Optimization exercise on an open flow, not production practice. RTL: at most simulated, not proved equivalent. Function not checked: run 1. Power: default activity.

==> flow/run.sh <==
#!/bin/bash
# Standard layout, with the port buffers made as buf_1 cells instead of the
# delay-cell buffers buffer_ports picks by default.
cp standard.sh standard_sh.txt
export BUFFER_PORTS_ARGS="-buffer_cell sky130_fd_sc_hd__buf_1"
bash standard.sh > standard.log 2>&1
==> standard.sh <==
#!/bin/bash
# synth_recipe.tcl (not shown) runs the flow's synth.tcl, then flattens the netlist and writes it again
# the make line also repeats each setting of config.mk as NAME=value (left out here)
make -C /OpenROAD-flow-scripts/flow DESIGN_CONFIG=/design/flow/config.mk WORK_HOME=/design/flow/orfs CLKGATE_MAP_FILE= SYNTH_SCRIPT=/design/flow/synth_recipe.tcl "${@:-finish}"
==> config.mk <==
export PLATFORM = sky130hd
export DESIGN_NAME = arena_bump_allocator_core
export DESIGN_NICKNAME = arena_bump_allocator_core
export VERILOG_FILES = /design/flow/design.v
export SDC_FILE = /design/flow/constraint.sdc
export NUM_CORES = 4
export LEC_CHECK = 0
export CAP_MARGIN = 20
export CORE_MARGIN = 2
export CORE_UTILIZATION = 40
export SETUP_SLACK_MARGIN = 2.5
export SLEW_MARGIN = 20
export TNS_END_PERCENT = 100
==> constraint.sdc <==
create_clock -name core_clock -period 9.0 [get_ports {clk}]
set_input_delay 1.8000 -clock core_clock [delete_from_list [all_inputs] [get_ports {clk}]]
set_output_delay 1.8000 -clock core_clock [all_outputs]
set_load 0.01 [all_outputs]
==> design.v <==
package abump_pkg;
  localparam int ARENA_MAX_BYTES = 1048576;
  localparam int FUNC_W      = 3;
  localparam int OFF_W       = 21;
  localparam int ADDR_W      = 32;
  localparam int ALIGN_LOG_W = 4;
  localparam int ALIGN_W     = 15;
  localparam int STATUS_W    = 2;
  localparam int KIND_W      = 3;
  localparam logic [OFF_W-1:0] ARENA_MAX = OFF_W'(ARENA_MAX_BYTES);
  localparam logic [FUNC_W-1:0] FN_ALLOC     = 3'd0;
  localparam logic [FUNC_W-1:0] FN_ALLOC_NZ  = 3'd1;
  localparam logic [FUNC_W-1:0] FN_FREE      = 3'd2;
  localparam logic [FUNC_W-1:0] FN_FREE_ALL  = 3'd3;
  localparam logic [FUNC_W-1:0] FN_RESIZE    = 3'd4;
  localparam logic [FUNC_W-1:0] FN_RESIZE_NZ = 3'd5;
  localparam logic [FUNC_W-1:0] FN_SNAPSHOT  = 3'd6;
  localparam logic [FUNC_W-1:0] FN_RESTORE   = 3'd7;
  localparam logic [STATUS_W-1:0] ST_OK      = 2'd0;
  localparam logic [STATUS_W-1:0] ST_NO_MEM  = 2'd1;
  localparam logic [STATUS_W-1:0] ST_BAD_OLD = 2'd2;
  localparam logic [STATUS_W-1:0] ST_NO_FREE = 2'd3;
  localparam logic [KIND_W-1:0] K_BUMP    = 3'd0;
  localparam logic [KIND_W-1:0] K_FREE    = 3'd1;
  localparam logic [KIND_W-1:0] K_CLEAR   = 3'd2;
  localparam logic [KIND_W-1:0] K_SNAP    = 3'd3;
  localparam logic [KIND_W-1:0] K_LOAD    = 3'd4;
  localparam logic [KIND_W-1:0] K_RESIZE  = 3'd5;
  localparam logic [KIND_W-1:0] K_BAD_OLD = 3'd6;
  typedef struct packed {
    logic [KIND_W-1:0]  kind;
    logic               zeroed;
    logic [OFF_W-1:0]   size;
    logic [ALIGN_W-1:0] align_mask;
    logic [OFF_W-1:0]   old_off;
    logic [OFF_W-1:0]   old_len;
    logic               old_aligned;
    logic [OFF_W-1:0]   snap_cur;
    logic [OFF_W-1:0]   snap_prev;
  } abump_req_t;
  typedef struct packed {
    logic [STATUS_W-1:0] status;
    logic [ADDR_W-1:0]   addr;
    logic [OFF_W-1:0]    copy_len;
    logic [OFF_W-1:0]    clr_off;
    logic [OFF_W-1:0]    clr_len;
    logic [OFF_W-1:0]    cur_off;
    logic [OFF_W-1:0]    prev_off;
  } abump_rsp_t;
  typedef struct packed {
    logic empty;
    logic full;
  } abump_qstat_t;
  function automatic [OFF_W-1:0] usable_len(input [OFF_W-1:0] arena_len);
    usable_len = (arena_len < ARENA_MAX) ? arena_len : ARENA_MAX;
  endfunction
endpackage
module abump_add #(parameter int W = 8) (
  input  logic [W-1:0] a,
  input  logic [W-1:0] b,
  input  logic         ci,
  output logic [W-1:0] s,
  output logic [W:0]   cy
);
  localparam int L = $clog2(W + 1);
  logic [L:0][W:0] g;
  logic [L:0][W:0] p;
  assign g[0][0] = ci;
  assign p[0][0] = 1'b0;
  for (genvar i = 0; i < W; i++) begin : g_pg
    assign g[0][i+1] = a[i] & b[i];
    assign p[0][i+1] = a[i] ^ b[i];
  end
  for (genvar l = 0; l < L; l++) begin : g_lvl
    for (genvar i = 0; i <= W; i++) begin : g_bit
      if ((i >> l) & 1) begin : g_join
        assign g[l+1][i] = g[l][i] | (p[l][i] & g[l][((i >> l) << l) - 1]);
        assign p[l+1][i] = p[l][i] & p[l][((i >> l) << l) - 1];
      end else begin : g_pass
        assign g[l+1][i] = g[l][i];
        assign p[l+1][i] = p[l][i];
      end
    end
  end
  for (genvar i = 0; i < W; i++) begin : g_sum
    assign s[i] = p[0][i+1] ^ g[L][i];
  end
  assign cy = g[L];
endmodule
module abump_csa #(parameter int W = 8) (
  input  logic [W-1:0] a,
  input  logic [W-1:0] b,
  input  logic [W-1:0] c,
  output logic [W-1:0] s,
  output logic [W-1:0] c2
);
  assign s  = a ^ b ^ c;
  assign c2 = (a & b) | (a & c) | (b & c);
endmodule
module arena_bump_allocator_core (
  input  logic                              clk,
  input  logic                              rst_n,
  input  logic                              cfg_valid,
  output logic                              cfg_ready,
  input  logic                              cfg_index,
  input  logic [abump_pkg::ADDR_W-1:0]      cfg_data,
  input  logic                              in_valid,
  output logic                              in_ready,
  input  logic [abump_pkg::FUNC_W-1:0]      in_func,
  input  logic [abump_pkg::OFF_W-1:0]       in_request_size,
  input  logic [abump_pkg::ALIGN_LOG_W-1:0] in_align_log2,
  input  logic [abump_pkg::ADDR_W-1:0]      in_old_address,
  input  logic [abump_pkg::OFF_W-1:0]       in_old_length,
  input  logic [abump_pkg::OFF_W-1:0]       in_snap_current,
  input  logic [abump_pkg::OFF_W-1:0]       in_snap_previous,
  output logic                              out_valid,
  input  logic                              out_ready,
  output logic [abump_pkg::STATUS_W-1:0]    out_status,
  output logic [abump_pkg::ADDR_W-1:0]      out_result_address,
  output logic [abump_pkg::OFF_W-1:0]       out_copy_length,
  output logic [abump_pkg::OFF_W-1:0]       out_clear_offset,
  output logic [abump_pkg::OFF_W-1:0]       out_clear_length,
  output logic [abump_pkg::OFF_W-1:0]       out_current_offset,
  output logic [abump_pkg::OFF_W-1:0]       out_previous_offset
);
  localparam int OW = abump_pkg::OFF_W;
  localparam int AW = abump_pkg::ALIGN_W;
  localparam int DW = abump_pkg::ADDR_W;
  logic [DW-1:0] base_r;
  logic [AW-1:0] nb_r, nb_nxt;
  logic [OW-1:0] usable_r;
  logic [OW-1:0] top_r, top_nxt;
  logic [OW-1:0] last_r, last_nxt;
  logic                           valid_r;
  logic [abump_pkg::STATUS_W-1:0] status_r, status_nxt;
  logic                           blk_r, blk_nxt;    
  logic                           clr_r, clr_nxt;    
  logic                           mv_r, mv_nxt;      
  logic [OW-1:0]                  copy_r;            
  logic [OW-1:0]                  clro_r;            
  logic [OW-1:0]                  clrl_r;            
  logic          acc;
  assign cfg_ready = 1'b1;
  assign in_ready  = !valid_r || out_ready;
  assign acc       = in_valid && in_ready;
  logic          f_alloc;    
  logic          f_free;
  logic          f_clear;    
  logic          f_resize;   
  logic          f_load;     
  logic          zeroed;
  logic          no_old;
  assign f_alloc  = in_func[2:1] == 2'b00;
  assign f_free   = in_func == abump_pkg::FN_FREE;
  assign f_clear  = in_func == abump_pkg::FN_FREE_ALL;
  assign f_resize = in_func[2:1] == 2'b10;
  assign f_load   = in_func == abump_pkg::FN_RESTORE;
  assign zeroed   = (in_func == abump_pkg::FN_ALLOC) || (in_func == abump_pkg::FN_RESIZE);
  assign no_old   = (in_old_address == '0) || (in_old_length == '0);
  logic [AW-1:0] mask;
  logic [AW:0]   gt;         
  logic          bump_inc;
  logic [OW:0]   run;        
  logic [OW:0]   boff;
  for (genvar j = 0; j < AW; j++) begin : g_mask
    assign mask[j] = (j < in_align_log2);
  end
  assign nb_nxt[0] = cfg_data[0];
  for (genvar j = 1; j < AW; j++) begin : g_nb
    assign nb_nxt[j] = cfg_data[j] ^ (|cfg_data[j-1:0]);
  end
  abump_add #(AW) u_gt (.a(top_r[AW-1:0]), .b(~nb_r), .ci(1'b0), .s(), .cy(gt));
  assign bump_inc = gt[in_align_log2];
  assign run[0] = 1'b1;
  for (genvar j = 1; j <= OW; j++) begin : g_run
    logic [j-1:0] bits;
    for (genvar i = 0; i < j; i++) begin : g_bit
      assign bits[i] = top_r[i] | ((i < AW) ? mask[i] : 1'b0);
    end
    assign run[j] = &bits;
  end
  for (genvar j = 0; j < OW; j++) begin : g_boff
    if (j < AW) begin : g_lo
      assign boff[j] = mask[j] ? nb_r[j] : (top_r[j] ^ (bump_inc & run[j]));
    end else begin : g_hi
      assign boff[j] = top_r[j] ^ (bump_inc & run[j]);
    end
  end
  assign boff[OW] = bump_inc & run[OW];
  logic [OW-1:0] room;
  logic [OW:0]   room_cy;
  abump_add #(OW) u_room (.a(usable_r), .b(~in_request_size), .ci(1'b1), .s(room), .cy(room_cy));
  logic [OW-1:0] cand_b;
  logic [OW+1:0] fb_cy;
  logic          fit_b;
  abump_add #(OW) u_cand_b (.a(boff[OW-1:0]), .b(in_request_size), .ci(1'b0), .s(cand_b), .cy());
  abump_add #(OW+1) u_fit_b (.a({1'b0, room}), .b(~boff), .ci(1'b1), .s(), .cy(fb_cy));
  assign fit_b = room_cy[OW] && fb_cy[OW+1];
  logic [OW-1:0] cand_ip;
  logic [OW:0]   fi_cy;
  logic          fit_ip;
  abump_add #(OW) u_cand_ip (.a(last_r), .b(in_request_size), .ci(1'b0), .s(cand_ip), .cy());
  abump_add #(OW) u_fit_ip (.a(room), .b(~last_r), .ci(1'b1), .s(), .cy(fi_cy));
  assign fit_ip = room_cy[OW] && fi_cy[OW];
  logic [DW-1:0] blk_addr;   
  logic          below;      
  logic          in_arena;   
  logic          bad;
  logic          in_place;
  abump_add #(DW) u_blk (.a(base_r), .b({11'b0, last_r}), .ci(1'b0), .s(blk_addr), .cy());
  logic [DW:0] bl_cy;
  abump_add #(DW) u_below (.a(in_old_address), .b(~base_r), .ci(1'b1), .s(), .cy(bl_cy));
  assign below = !bl_cy[DW];
  logic [DW+1:0] in_s, in_c, in_sum;
  abump_csa #(DW+2) u_in_csa (.a({2'b0, in_old_address}), .b(~{2'b0, base_r}),
                              .c(~{13'b0, usable_r}), .s(in_s), .c2(in_c));
  abump_add #(DW+2) u_in (.a(in_s), .b({in_c[DW:0], 1'b1}), .ci(1'b1), .s(in_sum), .cy());
  assign in_arena = in_sum[DW+1];
  assign bad      = below || !in_arena;
  logic [OW-1:0] ip_x, ip_p, ip_q, ip_e;
  assign ip_x = base_r[OW-1:0] ^ last_r;
  assign ip_p = ip_x ^ {base_r[OW-2:0] & last_r, 1'b0};   
  assign ip_q = ip_x ^ {base_r[OW-2:0] | last_r, 1'b0};   
  assign ip_e[0] = in_old_address[0] ^ ip_x[0];
  for (genvar i = 1; i < OW; i++) begin : g_ip
    assign ip_e[i] = in_old_address[i] ^ (in_old_address[i-1] ? ip_p[i] : ip_q[i]);
  end
  assign in_place = (ip_e == '0) && ((in_old_address[AW-1:0] & mask) == '0);
  logic [OW-1:0] tail;
  logic [OW:0]   tl_cy;
  logic          grows;
  abump_add #(OW) u_tail (.a(in_request_size), .b(~in_old_length), .ci(1'b1), .s(tail), .cy(tl_cy));
  assign grows = tl_cy[OW] && (tail != '0);
  logic [OW-1:0] cstart;
  abump_add #(OW) u_cstart (.a(last_r), .b(in_old_length), .ci(1'b0), .s(cstart), .cy());
  logic rs_bump;    
  logic rs_bad;
  logic rs_ip;      
  logic rs_mv;      
  logic do_bump;
  logic take_b;
  logic take_ip;
  assign rs_bump = f_resize && no_old;
  assign rs_bad  = f_resize && !no_old && bad;
  assign rs_ip   = f_resize && !no_old && !bad && in_place;
  assign rs_mv   = f_resize && !no_old && !bad && !in_place;
  assign do_bump = f_alloc || rs_bump || rs_mv;
  assign take_b  = do_bump && fit_b;
  assign take_ip = rs_ip && fit_ip;
  always_comb begin
    if (take_b)       top_nxt = cand_b;
    else if (take_ip) top_nxt = cand_ip;
    else if (f_clear) top_nxt = '0;
    else if (f_load)  top_nxt = in_snap_current;
    else              top_nxt = top_r;
    if (take_b)       last_nxt = boff[OW-1:0];
    else if (f_clear) last_nxt = '0;
    else if (f_load)  last_nxt = in_snap_previous;
    else              last_nxt = last_r;
    if (f_free)                                        status_nxt = abump_pkg::ST_NO_FREE;
    else if (rs_bad)                                   status_nxt = abump_pkg::ST_BAD_OLD;
    else if ((do_bump && !fit_b) || (rs_ip && !fit_ip)) status_nxt = abump_pkg::ST_NO_MEM;
    else                                               status_nxt = abump_pkg::ST_OK;
    blk_nxt = take_b || take_ip;
    clr_nxt = zeroed && (take_b || (take_ip && grows));
    mv_nxt  = rs_mv && fit_b;
  end
  always_ff @(posedge clk) begin
    if (!rst_n) begin
      base_r   <= '0;
      nb_r     <= '0;
      usable_r <= '0;
      top_r    <= '0;
      last_r   <= '0;
      valid_r  <= 1'b0;
    end else begin
      if (cfg_valid) begin
        if (cfg_index) begin
          usable_r <= abump_pkg::usable_len(cfg_data[OW-1:0]);
        end else begin
          base_r <= cfg_data;
          nb_r   <= nb_nxt;
        end
      end
      if (acc) begin
        top_r  <= top_nxt;
        last_r <= last_nxt;
      end
      valid_r <= acc || (valid_r && !out_ready);
    end
  end
  always_ff @(posedge clk) begin
    if (acc) begin
      status_r <= status_nxt;
      blk_r    <= blk_nxt;
      clr_r    <= clr_nxt;
      mv_r     <= mv_nxt;
      copy_r   <= grows ? in_old_length : in_request_size;
      clro_r   <= rs_ip ? cstart : boff[OW-1:0];
      clrl_r   <= rs_ip ? tail : in_request_size;
    end
  end
  assign out_valid           = valid_r;
  assign out_status          = status_r;
  assign out_result_address  = blk_r ? blk_addr : '0;
  assign out_copy_length     = mv_r  ? copy_r : '0;
  assign out_clear_offset    = clr_r ? clro_r : '0;
  assign out_clear_length    = clr_r ? clrl_r : '0;
  assign out_current_offset  = top_r;
  assign out_previous_offset = last_r;
endmodule
==> qor.txt, run 1 <==
Leak: 9.20 nW
Post-DR vias/cell: 5.66
Post-synthesis sequential element count: 178
Initial Utilization: 0.406
GRT overflow: 0
Clock sink count: 178
Crit-path max cell delay: 0.38 ns
Ys Warns: 1
Hold WC Path Type: flip-flop to flip-flop
Rel. slew slack: 0.236
Syn Area/Cell: 8.19 um2
WP data arrival: 6.73 ns
Hpwl dp: 55,900 um
Max H-tree Level: 4
Largest net degree at the start of global routing: 95
Tcrit/Tclk final: 0.705
Die Wd: 222 um
Placement Rows: 79
Cells after Synth: 2,319
Initial antenna violation count: 1
Area delta synth->final: 15.7%
Clk network pwr share: 0.284
Primary FF master, synth: dfxtp_1
Io pins: 303
GRT busiest layer: met2
Register area share after synthesis: 0.223
Least-Margin Pin Slew: 1.13 ns
Hold Crit Start: nb_r[9]$_SDFFE_PN0P_
Slowest CP cell: fa_1
Gr usage total: 0.283
Total clock buffers created by CTS: 17
Final setup vio count: 0
Antenna-violating nets left: 0
Root Driver: clkbuf_16
Hold Path End: nb_r[9]$_SDFFE_PN0P_
EDFF count, synth: 68
Post-synth top cells: ha_1, nand2_1, inv_1, a21oi_1, nor2_1
Max-cap violations: 0
Share of the synthesized area in the top cell type: 0.176
GRT met2 Usage: 0.464
DR pass1 iterations: 5
Req. time, crit path: 9.39 ns
Reg2reg start: nb_r[6]$_SDFFE_PN0P_
Worst-path clk slew: 0.08 ns
Global-route wire length before repair: 106,000 um
Flop pwr share: 0.356
WL/cell: 21.8 um
Most frequent cell after synthesis: ha_1
Max IR drop VDD: 0.122 mV
Total Nets Final: 3,091
Crit-path max FO: 22
Worst Clk Skew: 0.0149 ns
Design Power: 0.00264 W
Die H: 222 um
Port buffer count: 301
Grt met1 use: 0.376
Hold Path Stages: 2
Final Util: 0.470
# placed instances: 3,158
Combinational share of power: 0.359
M3 GR Usage: 0.0416
TritonCTS clock tree: yes
Dpl ws: 0.860 ns
Vias in the first global route: 17,706
Total number of vias: 18,290
RSZ-0062 raised after global routing: true
Tmin final: 6.34 ns
Drt drc: 0
Cell taking the most area after synthesis: ha_1
Total internal power: 0.00164 W
CTS Hold Bufs: 0
Psw: 0.000998 W
Final WS setup: 2.66 ns
Total wire length: 70,400 um
Core area: 0.0468 mm2
GP Congestion: 0.949
FF-to-FF setup slack: 3.03 ns
Clock Latency Late Sink: 0.51 ns
Ratio of cells with drive above 1 in the final layout: 0.0721
Setup TNS: 0 ns
Critical path's top delay family: compound AO/OA/AOI/OAI gates
Antenna diodes: 0
WP buf/inv: 3
PD cells: 120 mW/mm2
Mapped Nets: 2,800
Yosys cell types: 93
FF-to-FF path depth: 26
Fmax: 0.158 GHz
Status: no timing/DRC/antenna violations
Final cell count without fillers: 3,230
Netlist Area Pre-Place: 0.0190 mm2
Switching share of power: 0.378
Final-report hold violation count: 0
Slew Limit Fails: 0
CTS Buffer Depth: 2
Synth async-reset ratio: 0
Reg2reg end: top_r[20]$_SDFFE_PN0P_
WS Path Type: input port to flip-flop
Die area: 0.0493 mm2
Synth area leaders: ha_1, dfxtp_1, edfxtp_1
Startpoint types: input port
Kind of end point of the critical path: flip-flop
Most frequent CP cell: a21oi_1
Starting DRT DRC Count: 1,523
-- cell families after synthesis --
| logic type | count (synthesis) | share of synthesized area |
|---|---|---|
| DFF | 178 | 0.223 |
| muxes | 36 | 0.0196 |
| AOI/OAI and AO/OA | 576 | 0.195 |
| xor gates and xnor gates | 146 | 0.0673 |
| other | 1 | 0.000197 |
| buffers and inverters | 313 | 0.0660 |
| adders and majority gates | 324 | 0.234 |
| and+or+nand+nor | 745 | 0.194 |
-- layout make-up --
| cell class | count | area [um2] |
|---|---|---|
| Multi-Input combinational cell | 1833 | 13900 |
| Clock buffer | 19 | 433 |
| Inverter | 224 | 850 |
| Tap cell | 607 | 759 |
| Timing Repair Buffer | 356 | 1710 |
| Fill cell | 4741 | 24800 |
| Sequential cell | 178 | 4250 |
| Clock inverter | 13 | 111 |
-- repair_timing --
item / 4_1_cts / 5_1_grt
pin swaps: 4 / 15
resized for setup: 48 / 55
setup buffers: 11 / 21
setup endpoints to repair: 78 / 70
cloned: 6 / 1
-- worst register-to-register path: stages, from the launching register on --
cell and delay [ns]:
dfxtp_1 0.43, inv_1 0.08, ha_1 0.41, nand2_1 0.07
o21ai_0 0.38, o21ai_1 0.16, o221ai_1 0.30, o211ai_4 0.18
a2111o_1 0.54, nor2_4 0.19, and3_1 0.23, nand2_1 0.10
xor2_2 0.35, ha_1 0.24, nand4_1 0.10, nor2_1 0.21
nand2_1 0.11, nor2_1 0.14, o211ai_1 0.16, o311ai_4 0.34
o21ai_4 0.09, buf_12 0.15, buf_6 0.14, a31oi_2 0.18
buf_12 0.22, o21ai_0 0.09, a41oi_1 0.25
-- through the flow --
step | hold WS, ns | instance area, um2
after floorplan | 0.432 | 19000
after global placement | 0.443 | 20700
after detailed placement | 0.446 | 20700
after CTS | 0.457 | 21500
after global routing | 0.480 | 22000
final | 0.457 | 22000
-- routing by layer --
metal,up-vias,share of wire
li1,8741,-
met1,8741,0.45
met2,679,0.46
met3,127,0.059
met4,2,0.037
met5,-,0.00016
-- power groups by stage --
| stage | Combinational, W | Sequential, W | Clock, W |
|---|---|---|---|
| after CTS | 0.000910 | 0.000941 | 0.000766 |
| after global placement | 0.000872 | 0.000958 | 0 |
| final | 0.000949 | 0.000941 | 0.000751 |
| after detailed placement | 0.000887 | 0.000959 | 0 |
| after global routing | 0.00105 | 0.000946 | 0.000788 |
| after floorplan | 0.000607 | 0.000938 | 0 |
-- worst max path at each step --
| stage | slack (ns) | from | to | cells after the start |
|---|---|---|---|---|
| floorplan | 2.50 | in_request_size[1] | top_r[7]$_SDFFE_PN0P_ | 26 |
| CTS | 2.45 | in_align_log2[1] | last_r[16]$_SDFFE_PN0P_ | 22 |
| finish | 2.66 | in_align_log2[0] | top_r[16]$_SDFFE_PN0P_ | 27 |
| global route | 2.41 | in_align_log2[3] | top_r[20]$_SDFFE_PN0P_ | 26 |
| detailed placement | 0.86 | in_align_log2[1] | last_r[4]$_SDFFE_PN0P_ | 22 |
| global placement | 1.06 | in_align_log2[1] | top_r[2]$_SDFFE_PN0P_ | 20 |
-- cells in the final DEF (no fill, tap or decap), types with 8 or more instances in the layout --
master	netlist	routed
o211ai_1	17	17
and3_1	15	14
mux2i_1	27	27
fa_1	53	53
xnor2_1	95	92
nand2_1	231	231
o21a_1	22	22
ha_1	267	267
o21ai_1	8	10
nor2_1	150	149
a31o_2	9	11
xor2_1	51	49
nand4_1	25	25
nor3_1	36	35
o21ai_0	113	108
inv_1	223	218
mux2_2	9	9
a211oi_1	27	23
buf_4	8	45
clkbuf_16	0	17
nor3b_1	20	20
or3_1	20	20
o22ai_1	8	8
buf_1	8	293
nor4_1	25	23
edfxtp_1	68	68
a21o_1	63	63
nand3_1	44	43
nand2b_1	19	18
a31oi_1	32	28
dfxtp_1	110	106
nor2b_1	28	25
and2_1	98	97
a21oi_1	179	174
-- flip-flops by register name (all words and copies together), names as in the netlist --
name / count
usable_r: 21
copy_r: 21
top_r: 21
mv_r: 1
base_r: 31
status_r: 2
clro_r: 21
nb_r: 15
clr_r: 1
last_r: 21
blk_r: 1
clrl_r: 21
valid_r: 1
==> run 2, diff against run 1 <==
--- a/design.v
+++ b/design.v
@@ -63,5 +63,5 @@
   output logic [W:0]   cy
 );
-  localparam int L = $clog2(W + 1);
+  localparam int L = (W < 2) ? 1 : (W < 4) ? 2 : (W < 8) ? 3 : (W < 16) ? 4 : (W < 32) ? 5 : 6;
   logic [L:0][W:0] g;
   logic [L:0][W:0] p;
==> qor.txt, run 2 <==
WL/cell: 21.8 um (unchanged)
Starting DRT DRC Count: 1,523 (unchanged)
Setup TNS: 0 ns (unchanged)
Primary FF master, synth: dfxtp_1
WS Path Type: input port to flip-flop
Tcrit/Tclk final: 0.705 (unchanged)
Least-Margin Pin Slew: 1.13 ns (unchanged)
Final cell count without fillers: 3,230 (unchanged)
Crit-path max cell delay: 0.38 ns (about the same)
Max IR drop VDD: 0.122 mV (unchanged)
Max H-tree Level: 4 (unchanged)
Core area: 0.0468 mm2 (unchanged)
Die Wd: 222 um (unchanged)
Tmin final: 6.34 ns (unchanged)
Req. time, crit path: 9.39 ns (about the same)
WP buf/inv: 3 (unchanged)
Ys Warns: 1 (unchanged)
TritonCTS clock tree: yes
Final-report hold violation count: 0 (unchanged)
Post-synth top cells: ha_1, nand2_1, inv_1, a21oi_1, nor2_1
Initial antenna violation count: 1 (unchanged)
Status: no timing/DRC/antenna violations
Root Driver: clkbuf_16
Worst-path clk slew: 0.08 ns (about the same)
Hold Path Stages: 2 (unchanged)
Largest register FFs: 31 (unchanged)
Netlist Area Pre-Place: 0.0190 mm2 (unchanged)
Register area share after synthesis: 0.223 (unchanged)
Total clock buffers created by CTS: 17 (unchanged)
Hpwl dp: 55,900 um (unchanged)
Largest Register: base_r
Io pins: 303 (unchanged)
Final setup vio count: 0 (unchanged)
EDFF count, synth: 68 (unchanged)
Worst Clk Skew: 0.0149 ns (unchanged)
Total Nets Final: 3,091 (unchanged)
Vias in the first global route: 17,706 (unchanged)
Synth async-reset ratio: 0 (unchanged)
Crit-path max FO: 22 (unchanged)
Post-DR vias/cell: 5.66 (unchanged)
Cell taking the most area after synthesis: ha_1
Placement Rows: 79 (unchanged)
Commonest non-fill, non-tap cell in the layout: buf_1
Global-route wire length before repair: 106,000 um (unchanged)
Port buffer count: 301 (unchanged)
CTS Buffer Depth: 2 (unchanged)
Die area: 0.0493 mm2 (unchanged)
Total number of vias: 18,290 (unchanged)
Hold_ws: 0.457 ns (unchanged)
Synth area leaders: ha_1, dfxtp_1, edfxtp_1
Commonest cells after routing, fill and taps aside: buf_1, ha_1, nand2_1
Slowest CP cell: fa_1
Post-synthesis sequential element count: 178 (unchanged)
Hold WC Path Type: flip-flop to flip-flop
Mapped Nets: 2,800 (unchanged)
Total wire length: 70,400 um (unchanged)
# fillers: 4,741 (unchanged)
Fmax: 0.158 GHz (unchanged)
FF-to-FF path depth: 26 (unchanged)
Share of the synthesized area in the top cell type: 0.176 (unchanged)
Levels on crit path: 27 (unchanged)
Die H: 222 um (unchanged)
Most frequent cell after synthesis: ha_1
Startpoint types: input port
Max-cap violations: 0 (unchanged)
Cells after Synth: 2,319 (unchanged)
Clock sink count: 178 (unchanged)
Yosys cell types: 93 (unchanged)
Area delta synth->final: 15.7% (unchanged)
Critical path's top delay family: compound AO/OA/AOI/OAI gates
# placed instances: 3,158 (unchanged)
Antenna-violating nets left: 0 (unchanged)
Initial Utilization: 0.406 (unchanged)
RSZ-0062 raised after global routing: true
Leak: 9.20 nW (unchanged)
Slew Limit Fails: 0 (unchanged)
Most frequent CP cell: a21oi_1
Largest net degree at the start of global routing: 95 (unchanged)
PD cells: 120 mW/mm2 (unchanged)
WP data arrival: 6.73 ns (about the same)
Rel. slew slack: 0.236 (unchanged)
Clock Latency Late Sink: 0.51 ns (about the same)
CTS Hold Bufs: 0 (unchanged)
Kind of end point of the critical path: flip-flop
GRT overflow: 0 (unchanged)
Antenna diodes: 0 (unchanged)
Gr usage total: 0.283 (unchanged)
Drt drc: 0 (unchanged)
DR pass1 iterations: 5 (unchanged)
Ratio of cells with drive above 1 in the final layout: 0.0721 (unchanged)
Syn Area/Cell: 8.19 um2 (unchanged)
GP Congestion: 0.949 (unchanged)
FF-to-FF setup slack: 3.03 ns (about the same)
run 2: worst paths after layout:
| path | to | from |
|---|---|---|
| worst max-delay path | top_r[16]$_SDFFE_PN0P_ | in_align_log2[0] |
| worst min-delay path | nb_r[9]$_SDFFE_PN0P_ | nb_r[9]$_SDFFE_PN0P_ |
| worst min register to register | nb_r[9]$_SDFFE_PN0P_ | nb_r[9]$_SDFFE_PN0P_ |
| worst max register to register | top_r[20]$_SDFFE_PN0P_ | nb_r[6]$_SDFFE_PN0P_ |
run 2: cell type report:
class,instances,area [um2],area share
clock inverter,13,111,0.00507
sequential,178,4250,0.194
timing repair buffer,356,1710,0.0778
inverter,224,850,0.0387
clock buffer,19,433,0.0197
tap,607,759,0.0346
multi-input combinational,1833,13900,0.631
run 2: logic make-up (layout without fill, tap and decap cells):
family,Yosys count,after routing,synth area share
buffers and inverters,313,612,0.0660
xor gates and xnor gates,146,146,0.0673
muxes,36,36,0.0196
other,1,1,0.000197
DFF,178,178,0.223
and+or+nand+nor,745,746,0.194
AOI/OAI and AO/OA,576,580,0.195
adders and majority gates,324,324,0.234
run 2: power by group:
| group | internal (W) | total, W | switching [W] | leakage [nW] |
|---|---|---|---|---|
| Combinational | 0.000378 | 0.000949 | 0.000571 | 7.38 |
| Sequential | 0.000887 | 0.000941 | 0.0000542 | 1.57 |
| Clock | 0.000378 | 0.000751 | 0.000373 | 0.249 |
run 2: worst reg2reg max path, cell delays in order, from the launching register on:
cell      delay [ns]
dfxtp_1         0.43
inv_1           0.08
ha_1            0.41
nand2_1         0.07
o21ai_0         0.38
o21ai_1         0.16
o221ai_1        0.30
o211ai_4        0.18
a2111o_1        0.54
nor2_4          0.19
and3_1          0.23
nand2_1         0.10
xor2_2          0.35
ha_1            0.24
nand4_1         0.10
nor2_1          0.21
nand2_1         0.11
nor2_1          0.14
o211ai_1        0.16
o311ai_4        0.34
o21ai_4         0.09
buf_12          0.15
buf_6           0.14
a31oi_2         0.18
buf_12          0.22
o21ai_0         0.09
a41oi_1         0.25
run 2: through the flow:
| step | area, um2 | utilization | power, W | setup WS [ns] |
|---|---|---|---|---|
| 6_report | 22000 | 0.470 | 0.00264 | 2.66 |
| 5_1_grt | 22000 | 0.470 | 0.00278 | 2.41 |
| 4_1_cts | 21500 | 0.461 | 0.00262 | 2.45 |
| 3_5_place_dp | 20700 | 0.442 | 0.00185 | 0.860 |
| 3_3_place_gp | 20700 | 0.442 | 0.00183 | 1.06 |
| 2_1_floorplan | 19000 | - | 0.00154 | 2.50 |
run 2: metal layers:
metal  global-route usage  share of wire  routed length (um)
met1                0.376           0.45               31400
met2                0.464           0.46               32100
met3               0.0416          0.059                4180
met4                0.107          0.037                2640
met5                    0        0.00016                  11
run 2: what timing repair did:
action | in CTS | in global routing
setup endpoints to repair | 78 | 70
pin swaps | 4 | 15
endpoints found under the hold margin | 0 | 0
gates cloned | 6 | 1
resized for setup | 48 | 55
setup buffers | 11 | 21
Testbench counts of run 2, summed over its fixed seeds: cycles 91,397, items 80,000.
==> run 3, diff against run 2 <==
--- a/config.mk
+++ b/config.mk
@@ -9,4 +9,5 @@
 export CORE_MARGIN = 2
 export CORE_UTILIZATION = 40
+export PLACE_DENSITY = 0.75
 export SETUP_SLACK_MARGIN = 2.5
 export SLEW_MARGIN = 20
==> qor.txt, run 3 <==
Cells after Synth: 2,319 (unchanged)
Post-synthesis sequential element count: 178 (unchanged)
EDFF count, synth: 68 (unchanged)
Netlist Area Pre-Place: 0.0190 mm2 (unchanged)
WS Path Type: input port to flip-flop
Clock Latency Late Sink: 0.51 ns (about the same)
Leak: 9.15 nW (-0.54%)
Multi-input logic area: 0.0138 mm2 (-0.32%)
Mapped Nets: 2,800 (unchanged)
RSZ-0062 raised after global routing: false
CP Launch Point: in_old_length[1]
Commonest non-fill, non-tap cell in the layout: buf_1
Hpwl dp: 53,600 um (-4.1%)
WP buf/inv: 2 (-1)
Initial Utilization: 0.406 (unchanged)
Slowest CP cell: fa_1
FF-to-FF path depth: 24 (-7.7%)
Fmax: 0.156 GHz (-0.75%)
Die Wd: 222 um (unchanged)
Critical path's top delay family: compound AO/OA/AOI/OAI gates
Req. time, crit path: 9.27 ns (-0.12 ns)
Vias in the first global route: 17,358 (-2.0%)
Largest Register: base_r
Most frequent CP cell: o21a_1
Tcrit/Tclk final: 0.710 (+0.00531)
Io pins: 303 (unchanged)
Post-synth top cells: ha_1, nand2_1, inv_1, a21oi_1, nor2_1
# fillers: 4,652 (-1.9%)
Register area share after synthesis: 0.223 (unchanged)
Final-report hold violation count: 0 (unchanged)
Area delta synth->final: 15.2%
GP Congestion: 0.948 (about the same)
Synth area leaders: ha_1, dfxtp_1, edfxtp_1
Hold Path Stages: 2 (unchanged)
DR pass1 iterations: 7 (+2)
Share of the synthesized area in the top cell type: 0.176 (unchanged)
WP data arrival: 6.66 ns (-0.07 ns)
Rel. slew slack: 0.303 (+0.0673)
Antenna diodes: 0 (unchanged)
Reg2reg end: top_r[16]$_SDFFE_PN0P_
Core area: 0.0468 mm2 (unchanged)
Tmin final: 6.39 ns (+0.0478 ns)
Syn Area/Cell: 8.19 um2 (unchanged)
Largest net degree at the start of global routing: 68 (-28%)
Ratio of cells with drive above 1 in the final layout: 0.0665 (-0.00557)
Largest register FFs: 31 (unchanged)
Max-cap violations: 0 (unchanged)
Total wire length: 67,300 um (-4.5%)
Reg2reg start: top_r[8]$_SDFFE_PN0P_
Setup TNS: 0 ns (unchanged)
PD cells: 120 mW/mm2 (+0.14%)
Dpl ws: 0.911 ns (+0.0509 ns)
Placement Rows: 79 (unchanged)
Final WS setup: 2.61 ns (-0.0478 ns)
Total number of vias: 18,413 (+0.67%)
Register area: 0.00425 mm2 (about the same)
Startpoint types: input port
Ys Warns: 1 (unchanged)
Gr usage total: 0.269 (-0.0141)
Status: no timing/DRC/antenna violations
Hold WC Path Type: flip-flop to flip-flop
Kind of end point of the critical path: flip-flop
WL/cell: 20.9 um (-4.3%)
Post-DR vias/cell: 5.71 (+0.86%)
Total Nets Final: 3,085 (-0.19%)
Starting DRT DRC Count: 1,986 (+30%)
CTS Buffer Depth: 2 (unchanged)
Hold Path End: nb_r[9]$_SDFFE_PN0P_
Worst-path clk slew: 0.07 ns (about the same)
Cell taking the most area after synthesis: ha_1
Max IR drop VDD: 0.151 mV (+24%)
GRT overflow: 0 (unchanged)
Global-route wire length before repair: 100,000 um (-4.8%)
Least-Margin Pin Slew: 1.03 ns (-0.0996 ns)
Hold Crit Start: nb_r[9]$_SDFFE_PN0P_
Root Driver: clkbuf_16
FF-to-FF setup slack: 3.28 ns (+0.25 ns)
Crit-path max cell delay: 0.43 ns (+0.05 ns)
Clock sink count: 178 (unchanged)
Die area: 0.0493 mm2 (unchanged)
Most frequent cell after synthesis: ha_1
Drt drc: 0 (unchanged)
Initial antenna violation count: 3 (+2)
Critical Path, Cell by Cell: buf_1 -> inv_1 -> ha_1 -> nor2b_1 -> o21a_1 -> o21a_1 -> o21ai_1 -> a21boi_1 -> o2111ai_1 -> a31oi_1 -> a41o_1 -> nor2_1 -> fa_1 -> xor2_1 -> nand4_1 -> nor3_1 -> nand3_1 -> nor4_4 -> a31o_4 -> mux2i_1
Primary FF master, synth: dfxtp_1
Hold_ws: 0.463 ns (+0.00632 ns)
Die H: 222 um (unchanged)
Commonest cells after routing, fill and taps aside: buf_1, ha_1, nand2_1
Max H-tree Level: 4 (unchanged)
Port buffer count: 301 (unchanged)
Crit-path max FO: 12 (-45%)
Antenna-violating nets left: 0 (unchanged)
Final setup vio count: 0 (unchanged)
Slew Limit Fails: 0 (unchanged)
TritonCTS clock tree: yes
Yosys cell types: 93 (unchanged)
Total clock buffers created by CTS: 17 (unchanged)
Worst Clk Skew: 0.0140 ns (-0.000919 ns)
Synth async-reset ratio: 0 (unchanged)
run 3: changes by cell type in the layout (fill, tap and decap cells not counted), sizes merged:
cell / previous run / this run
inv: 223 / 224
clkinv: 6 / 4
and3: 16 / 15
o21ai: 123 / 124
bufbuf: 2 / 0
clkinvlp: 7 / 5
clkbuf: 21 / 30
buf: 352 / 342
run 3: metal layers:
| layer | vias up | track usage | part of all wire |
|---|---|---|---|
| met3 | 155 | 0.0679 | 0.10 |
| met5 | - | 0 | 0.00061 |
| met2 | 991 | 0.429 | 0.44 |
| met1 | 8529 | 0.347 | 0.41 |
| li1 | 8732 | - | - |
| met4 | 6 | 0.107 | 0.042 |
run 3: cells by family (layout without fill, tap and decap cells):
kind of cell	Yosys count	after routing	synth area share
and+or+nand+nor	745	745	0.194
AOI/OAI and AO/OA	576	581	0.195
adders and majority gates	324	324	0.234
buffers and inverters	313	606	0.0660
DFF	178	178	0.223
xor gates and xnor gates	146	146	0.0673
muxes	36	36	0.0196
other	1	1	0.000197
run 3: worst max path at each step:
stage | endpoint | slack (ns) | cells past startpoint
after CTS | last_r[16]$_SDFFE_PN0P_ | 2.48 | 25
final | copy_r[11]$_DFFE_PP_ | 2.61 | 20
after floorplan | top_r[7]$_SDFFE_PN0P_ | 2.50 | 26
after detailed placement | last_r[15]$_SDFFE_PN0P_ | 0.91 | 22
after global placement | top_r[11]$_SDFFE_PN0P_ | 1.15 | 21
after global routing | last_r[10]$_SDFFE_PN0P_ | 2.43 | 25
run 3: worst min-delay path: cells and delay by family (launching register included):
family	cells	cell delay, ns
flip-flops	1	0.31
AND/OR/NAND/NOR	1	0.05
AO/OA/AOI/OAI	1	0.05
run 3: layout make-up:
type	count	area share
clock buffer	23	0.0218
clock inverter	9	0.00429
inverter	224	0.0390
multi-input combinational	1833	0.631
sequential	178	0.194
tap	607	0.0347
timing repair buffer	349	0.0745
timing repair inverter	1	0.000343
run 3: where the power goes:
group | internal [W] | total [W] | leakage [nW] | switching, W
sequential | 0.000887 | 0.000939 | 1.57 | 0.0000516
combinational | 0.000371 | 0.000929 | 7.30 | 0.000559
clock | 0.000406 | 0.000767 | 0.280 | 0.000361
total | 0.00166 | 0.00263 | 9.15 | 0.000971
run 3: timing repair:
action,in CTS,in global routing
pin swaps,6,23
hold endpoints to repair,0,0
setup buffers,8,17
gates resized for setup,40,54
setup endpoints to repair,70,68
gates cloned,6,2
hold buffers,0,0
run 3: per-stage QoR:
step / instances / utilization / total power, W / area, um2
after floorplan: 2319 / - / 0.00154 / 19000
after global placement: 3157 / 0.442 / 0.00182 / 20700
after detailed placement: 3157 / 0.442 / 0.00183 / 20700
after CTS: 3203 / 0.459 / 0.00261 / 21500
after global routing: 3224 / 0.468 / 0.00278 / 21900
final: 3224 / 0.468 / 0.00263 / 21900
==> run 4, diff against run 3 <==
--- a/config.mk
+++ b/config.mk
@@ -8,6 +8,5 @@
 export CAP_MARGIN = 20
 export CORE_MARGIN = 2
-export CORE_UTILIZATION = 40
-export PLACE_DENSITY = 0.75
+export CORE_UTILIZATION = 55
 export SETUP_SLACK_MARGIN = 2.5
 export SLEW_MARGIN = 20
==> qor.txt, run 4 <==
Status: no timing/DRC/antenna violations
RSZ-0062 raised after global routing: false
Clk network pwr share: 0.287 (-0.004)
Mapped Nets: 2,800 (unchanged)
Die H: 190 um (-14%)
Hold_ws: 0.461 ns (-0.00282 ns)
Crit-path max FO: 8 (-4)
Most frequent cell after synthesis: ha_1
DR pass1 iterations: 5 (-2)
Worst-path clk slew: 0.07 ns (about the same)
Synth area leaders: ha_1, dfxtp_1, edfxtp_1
Total clock buffers created by CTS: 17 (unchanged)
Clock sink count: 178 (unchanged)
Port buffer count: 301 (unchanged)
Placement Rows: 68 (-14%)
Post-synth top cells: ha_1, nand2_1, inv_1, a21oi_1, nor2_1
Fmax: 0.158 GHz (+0.93%)
Commonest non-fill, non-tap cell in the layout: buf_1
WP data arrival: 6.63 ns (-0.03 ns)
Xor-xnor portion of the synthesized cell area: 0.0673 (unchanged)
Cells after Synth: 2,319 (unchanged)
Final setup vio count: 0 (unchanged)
Placed cell areas: 0.0204 mm2 (-0.99%)
Cell taking the most area after synthesis: ha_1
GRT overflow: 0 (unchanged)
Largest family of logic cells by synthesized area: adder cells
Rel. slew slack: 0.273 (-0.0298)
Yosys cell types: 93 (unchanged)
GP Congestion: 0.999 (+5.3%)
Post-DR vias/cell: 5.93 (+3.8%)
Req. time, crit path: 9.30 ns (+0.03 ns)
Netlist Area Pre-Place: 0.0190 mm2 (unchanged)
Ratio of cells with drive above 1 in the final layout: 0.0719 (+0.00546)
Commonest cells after routing, fill and taps aside: buf_1, ha_1, nand2_1
Initial Utilization: 0.554 (+0.148)
Register area share after synthesis: 0.223 (unchanged)
Routed wl met3: 4640 um (-32%)
Initial antenna violation count: 1 (-2)
Design Power: 0.00263 W (about the same)
Ys Warns: 1 (unchanged)
Total internal power: 0.00165 W (-0.61%)
Area delta synth->final: 14.4%
Fin area: 0.0217 mm2 (-0.75%)
Max IR drop VDD: 0.143 mV (-5.8%)
EDFF count, synth: 68 (unchanged)
Flop pwr share: 0.359 (+0.003)
Total Nets Final: 3,081 (-0.13%)
Core area: 0.0343 mm2 (-27%)
Synth Area in Simple Gates: 0.194 (unchanged)
Tmin final: 6.33 ns (-0.0591 ns)
Max H-tree Level: 4 (unchanged)
Tcrit/Tclk final: 0.704 (-0.00657)
Antenna-violating nets left: 0 (unchanged)
Setup TNS: 0 ns (unchanged)
Psw: 0.000980 W (+0.96%)
Combinational share of power: 0.354 (about the same)
Switching share of power: 0.372 (+0.00365)
Synth Area in Adders: 0.234 (unchanged)
Antenna diodes: 0 (unchanged)
Hpwl dp: 50,600 um (-5.7%)
Largest register FFs: 31 (unchanged)
DRT met1 WL: 27,800 um (+0.17%)
Share of the synthesized area in the top cell type: 0.176 (unchanged)
Slew Limit Fails: 0 (unchanged)
Die area: 0.0360 mm2 (-27%)
Largest net degree at the start of global routing: 95 (+40%)
Max-cap violations: 0 (unchanged)
Met2 WL: 27,900 um (-6.7%)
Total wire length: 63,000 um (-6.3%)
Drt drc: 0 (unchanged)
Post-synthesis compound-gate area fraction: 0.195 (unchanged)
Clock Latency Late Sink: 0.47 ns (-0.04 ns)
Io pins: 303 (unchanged)
Gr usage total: 0.345 (+0.0759)
Leak: 9.16 nW (+0.17%)
Hold WC Path Type: flip-flop to flip-flop
PD cells: 121 mW/mm2 (+0.73%)
Startpoint types: input port
Total number of vias: 18,184 (-1.2%)
CTS Buffer Depth: 2 (unchanged)
Vias in the first global route: 17,276 (-0.47%)
Primary FF master, synth: dfxtp_1
Final-report hold violation count: 0 (unchanged)
Root Driver: clkbuf_16
Starting DRT DRC Count: 1,232 (-38%)
Synth async-reset ratio: 0 (unchanged)
Mux share of post-synthesis cell area: 0.0196 (unchanged)
Die Wd: 190 um (-14%)
Largest Register: base_r
Post-synthesis sequential element count: 178 (unchanged)
WS Path Type: input port to flip-flop
Syn Area/Cell: 8.19 um2 (unchanged)
Max Used Layer: met5
Global-route wire length before repair: 95,500 um (-4.9%)
Kind of end point of the critical path: flip-flop
Least-Margin Pin Slew: 1.09 ns (+0.0592 ns)
# fillers: 3,180 (-32%)
WL/cell: 20.5 um (-1.5%)
TritonCTS clock tree: yes
CTS Hold Bufs: 0 (unchanged)
Worst Clk Skew: 0.0194 ns (+0.00539 ns)
[run 4: cell count changes in the layout (fill, tap and decap cells not counted), sizes merged]
cell and change:
clkbuf -3, clkinvlp +2, o21ai -1, buf -1, a21oi -3, inv +2
[run 4: metrics by stage]
| step | cells | utilization | worst slack, ns |
|---|---|---|---|
| after floorplan | 2319 | - | 2.50 |
| after global placement | 3005 | 0.596 | 1.03 |
| after detailed placement | 3005 | 0.596 | 0.799 |
| after CTS | 3050 | 0.620 | 2.51 |
| after global routing | 3068 | 0.634 | 2.49 |
| final | 3068 | 0.634 | 2.67 |
[run 4: cell families (layout without fill, tap and decap cells)]
group,count (synthesis),in the layout
xor gates and xnor gates,146,146
muxes,36,36
buffers and inverters,313,606
DFF,178,178
AOI/OAI and AO/OA,576,577
adders and majority gates,324,324
and+or+nand+nor,745,745
other,1,1
[run 4: timing repair]
| item | 4_1_cts | 5_1_grt |
|---|---|---|
| cloned | 2 | 3 |
| resized for setup | 54 | 64 |
| setup buffers | 11 | 15 |
| setup endpoints to repair | 77 | 70 |
| pin swaps | 6 | 22 |
| endpoints found under the hold margin | 0 | 0 |
[run 4: power by group through the flow]
stage | clock, W | sequential, W | combinational, W
2_1_floorplan | 0 | 0.000938 | 0.000607
3_3_place_gp | 0 | 0.000959 | 0.000854
3_5_place_dp | 0 | 0.000961 | 0.000868
4_1_cts | 0.000763 | 0.000943 | 0.000891
5_1_grt | 0.000790 | 0.000949 | 0.00103
6_report | 0.000757 | 0.000945 | 0.000932
[run 4: critical path: stages]
cell and delay (ns):
buf_1 0.25, inv_1 0.17, ha_1 0.38, o21a_1 0.18
nor2_1 0.12, a21oi_2 0.06, a41o_2 0.33, or3_4 0.37
a31oi_4 0.21, inv_1 0.08, a21oi_2 0.18, xnor2_2 0.16
ha_1 0.28, a21o_1 0.17, a21oi_2 0.16, o21ai_1 0.10
a221oi_2 0.33, o311ai_4 0.17, o21ai_4 0.21, buf_4 0.15
buf_4 0.14, a31oi_4 0.10, buf_12 0.16, clkbuf_16 0.16
o211ai_1 0.09, a21oi_1 0.09
[run 4: metal layers]
metal / vias to the layer above / GRT usage
li1: 8713 / -
met1: 8514 / 0.472
met2: 814 / 0.546
met3: 141 / 0.0489
met4: 2 / 0.144
met5: - / 0
[run 4: path summary, 6_finish.rpt]
| path | start | endpoint | slack (ns) | depth (start not counted) |
|---|---|---|---|---|
| max | in_request_size[4] | top_r[3]$_SDFFE_PN0P_ | 2.67 | 26 |
| min | nb_r[8]$_SDFFE_PN0P_ | nb_r[8]$_SDFFE_PN0P_ | 0.46 | 2 |
| max reg2reg | nb_r[2]$_SDFFE_PN0P_ | top_r[6]$_SDFFE_PN0P_ | 3.16 | 27 |
| min reg2reg | nb_r[8]$_SDFFE_PN0P_ | nb_r[8]$_SDFFE_PN0P_ | 0.46 | 2 |
[run 4: final cells by class]
| type | instances | area, um2 | share of cell area |
|---|---|---|---|
| clock inverter | 13 | 128 | 0.00587 |
| timing repair buffer | 349 | 1650 | 0.0758 |
| multi-input combinational | 1829 | 13800 | 0.637 |
| timing repair inverter | 1 | 7.51 | 0.000346 |
| sequential | 178 | 4250 | 0.195 |
| inverter | 224 | 855 | 0.0393 |
| tap | 455 | 569 | 0.0262 |
| clock buffer | 19 | 433 | 0.0199 |
==> run 5, diff against run 4 <==
--- a/config.mk
+++ b/config.mk
@@ -9,4 +9,5 @@
 export CORE_MARGIN = 2
 export CORE_UTILIZATION = 55
+export CTS_BUF_LIST = sky130_fd_sc_hd__clkbuf_8
 export SETUP_SLACK_MARGIN = 2.5
 export SLEW_MARGIN = 20
==> qor.txt, run 5 <==
Largest Register: base_r
Initial antenna violation count: 1 (unchanged)
GP Congestion: 0.999 (unchanged)
Slowest CP cell: a41o_1
Starting DRT DRC Count: 1,470 (+19%)
Commonest non-fill, non-tap cell in the layout: buf_1
Mapped Nets: 2,800 (unchanged)
Port buffer count: 301 (unchanged)
Register area share after synthesis: 0.223 (unchanged)
Leak: 9.01 nW (-1.6%)
Least-Margin Pin Slew: 1.10 ns (+0.00799 ns)
Initial Utilization: 0.554 (unchanged)
Post-DR vias/cell: 5.90 (-0.52%)
Slew Limit Fails: 0 (unchanged)
Largest register FFs: 31 (unchanged)
CTS Hold Bufs: 0 (unchanged)
Clock Latency Late Sink: 0.53 ns (+0.06 ns)
Die H: 190 um (unchanged)
Startpoint types: input port
WS Path Type: input port to flip-flop
Most frequent cell after synthesis: ha_1
GRT overflow: 0 (unchanged)
Ratio of cells with drive above 1 in the final layout: 0.0664 (-0.00556)
Post-synth top cells: ha_1, nand2_1, inv_1, a21oi_1, nor2_1
Total number of vias: 18,049 (-0.74%)
Fmax: 0.156 GHz (-1.0%)
Final Util: 0.622 (-0.0114)
Hold WC Path Type: flip-flop to flip-flop
Core area: 0.0343 mm2 (unchanged)
Commonest cells after routing, fill and taps aside: buf_1, ha_1, nand2_1
EDFF count, synth: 68 (unchanged)
Largest net degree at the start of global routing: 95 (unchanged)
Die area: 0.0360 mm2 (unchanged)
WL/cell: 20.4 um (-0.80%)
Setup TNS: 0 ns (unchanged)
Final setup vio count: 0 (unchanged)
Max-cap violations: 0 (unchanged)
CTS Buffer Depth: 2 (unchanged)
Post-synthesis sequential element count: 178 (unchanged)
Ys Warns: 1 (unchanged)
Area delta synth->final: 12.3%
Synth area leaders: ha_1, dfxtp_1, edfxtp_1
Global-route wire length before repair: 95,000 um (-0.51%)
Vias in the first global route: 17,175 (-0.58%)
Max IR drop VDD: 0.103 mV (-28%)
Syn Area/Cell: 8.19 um2 (unchanged)
Tcrit/Tclk final: 0.711 (+0.00724)
Drt drc: 0 (unchanged)
Crit-path max cell delay: 0.34 ns (-0.04 ns)
Total clock buffers created by CTS: 17 (unchanged)
Gr usage total: 0.343 (-0.00120)
Tmin final: 6.40 ns (+0.0651 ns)
Cells after Synth: 2,319 (unchanged)
Share of the synthesized area in the top cell type: 0.176 (unchanged)
Antenna-violating nets left: 0 (unchanged)
PD cells: 114 mW/mm2 (-6.1%)
Worst Clk Skew: 0.0252 ns (+0.00580 ns)
Max H-tree Level: 4 (unchanged)
RSZ-0062 raised after global routing: true
Final-report hold violation count: 0 (unchanged)
Design Power: 0.00243 W (-7.8%)
Synth async-reset ratio: 0 (unchanged)
DR pass1 iterations: 6 (+1)
TritonCTS clock tree: yes
Cell taking the most area after synthesis: ha_1
Status: no timing/DRC/antenna violations
Netlist Area Pre-Place: 0.0190 mm2 (unchanged)
Io pins: 303 (unchanged)
Req. time, crit path: 9.46 ns (+0.16 ns)
Hpwl dp: 50,600 um (unchanged)
Critical path's top delay family: compound AO/OA/AOI/OAI gates
WP buf/inv: 5 (-2)
Die Wd: 190 um (unchanged)
Yosys cell types: 93 (unchanged)
Total wire length: 62,400 um (-1.0%)
Rel. slew slack: 0.268 (-0.00533)
Most frequent CP cell: buf_4
Root Driver: clkbuf_8
Primary FF master, synth: dfxtp_1
Crit-path max FO: 16 (+8)
Kind of end point of the critical path: flip-flop
Worst-path clk slew: 0.11 ns (+0.04 ns)
Total Nets Final: 3,074 (-0.23%)
WP data arrival: 6.86 ns (+0.23 ns)
Antenna diodes: 0 (unchanged)
Placement Rows: 68 (unchanged)
Clock sink count: 178 (unchanged)
## run 5: cell counts after synthesis
Identical to the previous run, type by type.
## run 5: metal layers
metal / vias to the layer above / global-route usage / wire (um)
met1: 8464 / 0.470 / 27400
met2: 762 / 0.548 / 27900
met4: 2 / 0.137 / 2370
met5: - / 0 / 11
met3: 131 / 0.0474 / 4750
li1: 8690 / - / -
## run 5: cells by family after synthesis
logic type      synth area share
mux                       0.0196
other cells             0.000197
compound gates             0.195
fa+ha+maj                  0.234
flops                      0.223
buf+inv                   0.0660
simple gates               0.194
xor+xnor                  0.0673
## run 5: worst paths after layout
check	start	end	slack, ns	cells past startpoint
setup / recovery	in_request_size[1]	top_r[18]$_SDFFE_PN0P_	2.60	27
hold / removal	nb_r[8]$_SDFFE_PN0P_	nb_r[8]$_SDFFE_PN0P_	0.47	2
setup reg to reg	nb_r[2]$_SDFFE_PN0P_	top_r[18]$_SDFFE_PN0P_	3.04	26
hold reg to reg	nb_r[8]$_SDFFE_PN0P_	nb_r[8]$_SDFFE_PN0P_	0.47	2
## run 5: report_power, final
group | switching [W] | internal (W)
registers | 0.0000572 | 0.000887
logic | 0.000546 | 0.000371
clock network | 0.000346 | 0.000222
## run 5: area by class of cell
type	count	area, um2
repair buffers	342	1520
well taps	455	569
fillers	3214	13000
inverters	224	852
clock inverters	15	135
flip-flops and latches	178	4250
multi-input cells	1829	13800
repair inverters	1	7.51
clock buffers	17	234
## run 5: worst register-to-register path, cell delays in order (launching register included)
cell,delay (ns)
dfxtp_1,0.45
inv_1,0.08
ha_1,0.30
nand4b_1,0.16
a21oi_1,0.29
o21ai_1,0.14
o221ai_1,0.24
o211ai_2,0.29
a2111o_1,0.58
nor2_4,0.19
and3_1,0.23
nand2_1,0.10
xor2_2,0.19
ha_1,0.37
nand4_1,0.12
nor2_2,0.17
nand2_1,0.11
a21oi_1,0.30
o211ai_1,0.17
a21oi_2,0.25
o21ai_4,0.12
buf_4,0.15
buf_4,0.15
a31oi_4,0.22
clkbuf_16,0.24
o21ai_0,0.08
a31oi_1,0.20
## run 5: timing repair
| action | CTS | global route |
|---|---|---|
| buffers inserted | 10 | 11 |
| resized for setup | 49 | 51 |
| pin swaps | 6 | 14 |
| endpoints found under the setup margin | 76 | 70 |
| gates cloned | 2 | 1 |
## run 5: per-stage QoR
stage	instances	hold WS (ns)	setup WS (ns)	cell area, um2
after global routing	3061	0.482	2.46	21300
after CTS	3049	0.467	2.51	21000
after global placement	3005	0.442	1.03	20400
after detailed placement	3005	0.454	0.799	20400
final	3061	0.466	2.60	21300
after floorplan	2319	0.432	2.50	19000
==> run 6, diff against run 5 <==
--- a/config.mk
+++ b/config.mk
@@ -9,6 +9,5 @@
 export CORE_MARGIN = 2
 export CORE_UTILIZATION = 55
-export CTS_BUF_LIST = sky130_fd_sc_hd__clkbuf_8
 export SETUP_SLACK_MARGIN = 2.5
 export SLEW_MARGIN = 20
-export TNS_END_PERCENT = 100
+export TNS_END_PERCENT = 10
==> qor.txt, run 6 <==
Status: no timing/DRC/antenna violations
Clock sink count: 178 (unchanged)
Placement Rows: 68 (unchanged)
Mapped Nets: 2,800 (unchanged)
Req. time, crit path: 9.22 ns (-0.24 ns)
CTS Buffer Depth: 2 (unchanged)
Die H: 190 um (unchanged)
FF-to-FF path depth: 26 (unchanged)
Leak: 9.11 nW (+1.0%)
Final setup vio count: 0 (unchanged)
Crit-path max FO: 11 (-5)
CTS Hold Bufs: 0 (unchanged)
Post-DR vias/cell: 5.90 (about the same)
Ys Warns: 1 (unchanged)
Vias in the first global route: 17,278 (+0.60%)
Largest Register: base_r
Netlist Area Pre-Place: 0.0190 mm2 (unchanged)
Final cell count without fillers: 3,063 (+0.065%)
Core area: 0.0343 mm2 (unchanged)
Clock Latency Late Sink: 0.47 ns (-0.06 ns)
PD cells: 122 mW/mm2 (+6.8%)
GP Congestion: 0.999 (unchanged)
Antenna diodes: 0 (unchanged)
Tcrit/Tclk final: 0.709 (-0.00186)
Most frequent cell after synthesis: ha_1
Commonest non-fill, non-tap cell in the layout: buf_1
Cells after Synth: 2,319 (unchanged)
Hold Path End: nb_r[8]$_SDFFE_PN0P_
Rel. slew slack: 0.252 (-0.0154)
Total clock buffers created by CTS: 17 (unchanged)
Dpl ws: 0.799 ns (unchanged)
Io pins: 303 (unchanged)
Final-report hold violation count: 0 (unchanged)
Drt drc: 0 (unchanged)
Syn Area/Cell: 8.19 um2 (unchanged)
Starting DRT DRC Count: 1,325 (-9.9%)
Hold Crit Start: nb_r[8]$_SDFFE_PN0P_
Largest net degree at the start of global routing: 95 (unchanged)
Die Wd: 190 um (unchanged)
Reg2reg end: top_r[20]$_SDFFE_PN0P_
Antenna-violating nets left: 0 (unchanged)
Die area: 0.0360 mm2 (unchanged)
GRT overflow: 0 (unchanged)
Total Nets Final: 3,076 (+0.065%)
WS Path Type: input port to flip-flop
Placed cell areas: 0.0204 mm2 (unchanged)
Global-route wire length before repair: 95,400 um (+0.40%)
Worst-path clk slew: 0.07 ns (-0.04 ns)
DR pass1 iterations: 16 (+10)
Ratio of cells with drive above 1 in the final layout: 0.0694 (+0.00302)
Share of the synthesized area in the top cell type: 0.176 (unchanged)
Port buffer count: 301 (unchanged)
Total number of vias: 18,070 (+0.12%)
Final WS setup: 2.62 ns (+0.0167 ns)
Initial Utilization: 0.554 (unchanged)
Hold WC Path Type: flip-flop to flip-flop
WL/cell: 20.5 um (+0.40%)
Max IR drop VDD: 0.143 mV (+40%)
Max-cap violations: 0 (unchanged)
Initial antenna violation count: 1 (unchanged)
Post-synthesis sequential element count: 178 (unchanged)
Primary FF master, synth: dfxtp_1
Synth async-reset ratio: 0 (unchanged)
FF-to-FF setup slack: 3.13 ns (+0.09 ns)
Setup TNS: 0 ns (unchanged)
Worst Clk Skew: 0.0171 ns (-0.00802 ns)
Hpwl dp: 50,600 um (unchanged)
Synth area leaders: ha_1, dfxtp_1, edfxtp_1
Root Driver: clkbuf_16
EDFF count, synth: 68 (unchanged)
Reg2reg start: nb_r[6]$_SDFFE_PN0P_
Startpoint types: input port
Tmin final: 6.38 ns (-0.0167 ns)
Max H-tree Level: 4 (unchanged)
Fmax: 0.157 GHz (+0.26%)
Slew Limit Fails: 0 (unchanged)
Kind of end point of the critical path: flip-flop
Hold Path Stages: 2 (unchanged)
Largest register FFs: 31 (unchanged)
Commonest cells after routing, fill and taps aside: buf_1, ha_1, nand2_1
CP Launch Point: in_old_length[1]
Area delta synth->final: 13.7%
Total wire length: 62,700 um (+0.47%)
Post-synth top cells: ha_1, nand2_1, inv_1, a21oi_1, nor2_1
RSZ-0062 raised after global routing: true
Least-Margin Pin Slew: 1.12 ns (+0.0231 ns)
Yosys cell types: 93 (unchanged)
Register area share after synthesis: 0.223 (unchanged)
# placed instances: 3,005 (unchanged)
WP data arrival: 6.60 ns (-0.26 ns)
Fin area: 0.0216 mm2 (+1.2%)
Gr usage total: 0.344 (+0.000832)
TritonCTS clock tree: yes
Cell taking the most area after synthesis: ha_1
Final Util: 0.630 (+0.00759)
==> run 6: worst max-delay path by stage <==
stage	end
CTS	top_r[20]$_SDFFE_PN0P_
global route	copy_r[17]$_DFFE_PP_
floorplan	top_r[7]$_SDFFE_PN0P_
finish	copy_r[0]$_DFFE_PP_
global placement	top_r[13]$_SDFFE_PN0P_
detailed placement	top_r[13]$_SDFFE_PN0P_
==> run 6: repair_timing <==
item / CTS / global route
pin swaps: 6 / 17
hold endpoints to repair: 0 / 0
setup endpoints to repair: 77 / 72
resized for setup: 49 / 62
cloned: 2 / 1
setup buffers: 9 / 14
==> run 6: logic make-up after synthesis <==
family | Yosys count | share of synthesized area
fa+ha+maj | 324 | 0.234
xor+xnor | 146 | 0.0673
buf+inv | 313 | 0.0660
compound gates | 576 | 0.195
mux | 36 | 0.0196
simple gates | 745 | 0.194
other cells | 1 | 0.000197
flops | 178 | 0.223
==> run 6: worst max-delay path: stages <==
cell and delay (ns):
buf_1 0.23, inv_1 0.15, ha_1 0.29, nor2b_1 0.12, o21a_1 0.14, o21a_1 0.11, o21ai_1 0.08, a21boi_1 0.27
o2111ai_1 0.24, a31oi_2 0.26, a41o_1 0.27, nor2_1 0.08, fa_1 0.46, xor2_2 0.32, nand4_1 0.12, nor3_1 0.29
nand3_1 0.27, nor4_4 0.36, a31o_4 0.33, mux2_2 0.36
==> run 6: area by class of cell <==
cell class	count	area, um2
inverters	224	852
repair inverters	1	7.51
flip-flops and latches	178	4250
clock buffers	19	433
clock inverters	13	128
fillers	3199	12700
repair buffers	344	1540
well taps	455	569
multi-input cells	1829	13800
==> run 6: power breakdown <==
group / internal (W) / switching, W / total [W]
Combinational: 0.000375 / 0.000551 / 0.000926
Clock: 0.000387 / 0.000370 / 0.000757
Sequential: 0.000887 / 0.0000571 / 0.000944
Total: 0.00165 / 0.000978 / 0.00263
==> run 6: per-stage QoR <==
step	hold slack (ns)	total power, W
finish	0.462	0.00263
global route	0.478	0.00276
CTS	0.463	0.00259
detailed placement	0.454	0.00183
global placement	0.442	0.00181
floorplan	0.432	0.00154
==> run 6: metal layers <==
layer / track usage / vias to the layer above / part of all wire
met1: 0.472 / 8452 / 0.44
met2: 0.547 / 786 / 0.45
li1: - / 8698 / -
met3: 0.0465 / 132 / 0.075
met4: 0.141 / 2 / 0.039
met5: 0 / - / 0.00022
==> run 7, diff against run 6 <==
--- a/config.mk
+++ b/config.mk
@@ -9,5 +9,5 @@
 export CORE_MARGIN = 2
 export CORE_UTILIZATION = 55
-export SETUP_SLACK_MARGIN = 2.5
+export SETUP_SLACK_MARGIN = 2.75
 export SLEW_MARGIN = 20
-export TNS_END_PERCENT = 10
+export TNS_END_PERCENT = 100
==> qor.txt, run 7 <==
Levels on crit path: 27 (+35%)
WS Path Type: input port to flip-flop
Placement Rows: 68 (unchanged)
Leak: 9.50 nW (+4.3%)
Total Nets Final: 3,124 (+1.6%)
Setup TNS: 0 ns (unchanged)
Least-Margin Pin Slew: 1.14 ns (+0.0194 ns)
Register area share after synthesis: 0.223 (unchanged)
Die Wd: 190 um (unchanged)
Fin area: 0.0226 mm2 (+4.5%)
FF-to-FF path depth: 28 (+7.7%)
Hold_ws: 0.457 ns (-0.00484 ns)
Slowest CP cell: or3_4
# placed instances: 3,005 (unchanged)
Largest net degree at the start of global routing: 95 (unchanged)
Largest register FFs: 31 (unchanged)
Most frequent cell after synthesis: ha_1
Global-route wire length before repair: 98,300 um (+3.0%)
Initial antenna violation count: 0 (-1)
EDFF count, synth: 68 (unchanged)
Crit-path max cell delay: 0.41 ns (-0.05 ns)
Max H-tree Level: 4 (unchanged)
Post-synth top cells: ha_1, nand2_1, inv_1, a21oi_1, nor2_1
Largest Register: base_r
Final setup vio count: 0 (unchanged)
Placed cell areas: 0.0205 mm2 (about the same)
Root Driver: clkbuf_16
Core area: 0.0343 mm2 (unchanged)
Initial Utilization: 0.554 (unchanged)
Total wire length: 66,300 um (+5.8%)
Switching share of power: 0.371 (-0.00154)
Rel. slew slack: 0.239 (-0.0129)
Ratio of cells with drive above 1 in the final layout: 0.103 (+0.0338)
Crit-path max FO: 9 (-2)
Tmin final: 6.26 ns (-0.123 ns)
Critical path's top delay family: compound AO/OA/AOI/OAI gates
Flop pwr share: 0.347 (-0.012)
Synth area leaders: ha_1, dfxtp_1, edfxtp_1
Total number of vias: 18,658 (+3.3%)
Post-DR vias/cell: 6.00 (+1.7%)
Syn Area/Cell: 8.19 um2 (unchanged)
Hold WC Path Type: flip-flop to flip-flop
Yosys cell types: 93 (unchanged)
Most frequent CP cell: buf_12
Reg2reg start: nb_r[6]$_SDFFE_PN0P_
Combinational share of power: 0.363 (+0.011)
Slew Limit Fails: 0 (unchanged)
CP Launch Point: in_request_size[1]
TritonCTS clock tree: yes
DR pass1 iterations: 6 (-10)
Startpoint types: input port
Die area: 0.0360 mm2 (unchanged)
Kind of end point of the critical path: flip-flop
CTS Buffer Depth: 2 (unchanged)
Vias in the first global route: 17,571 (+1.7%)
Hpwl dp: 50,300 um (-0.53%)
Req. time, crit path: 9.30 ns (+0.08 ns)
Clk network pwr share: 0.290 (+0.002)
Ys Warns: 1 (unchanged)
Io pins: 303 (unchanged)
Share of the synthesized area in the top cell type: 0.176 (unchanged)
Drt drc: 0 (unchanged)
Clock Latency Late Sink: 0.47 ns (about the same)
Worst Clk Skew: 0.0150 ns (-0.00209 ns)
Cell taking the most area after synthesis: ha_1
Tcrit/Tclk final: 0.695 (-0.0137)
Psw: 0.00100 W (+2.7%)
Cells after Synth: 2,319 (unchanged)
WL/cell: 21.3 um (+4.2%)
Status: no timing/DRC/antenna violations
Reg2reg end: last_r[15]$_SDFFE_PN0P_
[run 7: cell counts after synthesis]
Identical to the previous run, type by type.
[run 7: how the worst min path moves through the flow]
stage	from	end	slack, ns
after floorplan	nb_r[9]$_SDFFE_PN0P_	nb_r[9]$_SDFFE_PN0P_	0.43
after global placement	nb_r[9]$_SDFFE_PN0P_	nb_r[9]$_SDFFE_PN0P_	0.44
after detailed placement	nb_r[9]$_SDFFE_PN0P_	nb_r[9]$_SDFFE_PN0P_	0.45
after CTS	nb_r[9]$_SDFFE_PN0P_	nb_r[9]$_SDFFE_PN0P_	0.46
after global routing	nb_r[9]$_SDFFE_PN0P_	nb_r[9]$_SDFFE_PN0P_	0.50
final	nb_r[9]$_SDFFE_PN0P_	nb_r[9]$_SDFFE_PN0P_	0.46
[run 7: tightest hold or removal path, cell delays in order, from the launching register on]
cell	delay, ns
dfxtp_1	0.31
nand2_1	0.05
a21oi_1	0.05
[run 7: power by group through the flow]
| stage | Clock [W] | Combinational (W) | Sequential, W |
|---|---|---|---|
| floorplan | 0 | 0.000608 | 0.000938 |
| global placement | 0 | 0.000857 | 0.000957 |
| detailed placement | 0 | 0.000873 | 0.000959 |
| CTS | 0.000792 | 0.000918 | 0.000940 |
| global route | 0.000819 | 0.00108 | 0.000946 |
| finish | 0.000785 | 0.000984 | 0.000941 |
[run 7: area by class of cell]
type / instances / area, um2
well taps: 455 / 569
repair buffers: 389 / 2140
multi-input cells: 1833 / 14200
flip-flops and latches: 178 / 4250
fillers: 3078 / 11700
clock inverters: 12 / 146
inverters: 224 / 863
clock buffers: 20 / 437
[run 7: logic make-up after synthesis]
kind of cell,count (synthesis),synth area share
AND/OR/NAND/NOR,745,0.194
adder cells (fa/ha/maj),324,0.234
flip-flops,178,0.223
multiplexers,36,0.0196
XOR/XNOR,146,0.0673
buffers and inverters,313,0.0660
AO/OA/AOI/OAI,576,0.195
other,1,0.000197
[run 7: routing by layer]
metal | wire [um] | GRT usage
met5 | 0 | 0
met1 | 28000 | 0.477
met4 | 3620 | 0.172
met2 | 29500 | 0.561
met3 | 5150 | 0.0605
[run 7: timing repair]
item                       4_1_cts  5_1_grt
setup endpoints to repair       82       70
setup buffers                   27       31
pin swaps                       17       47
hold buffers                     0        0
resized for setup               82      104
cloned                           9        4
[run 7: through the flow]
| step | power [W] | worst slack, ns |
|---|---|---|
| after detailed placement | 0.00183 | 0.763 |
| final | 0.00271 | 2.74 |
| after CTS | 0.00265 | 2.75 |
| after floorplan | 0.00155 | 2.79 |
| after global routing | 0.00284 | 2.56 |
| after global placement | 0.00181 | 1.06 |
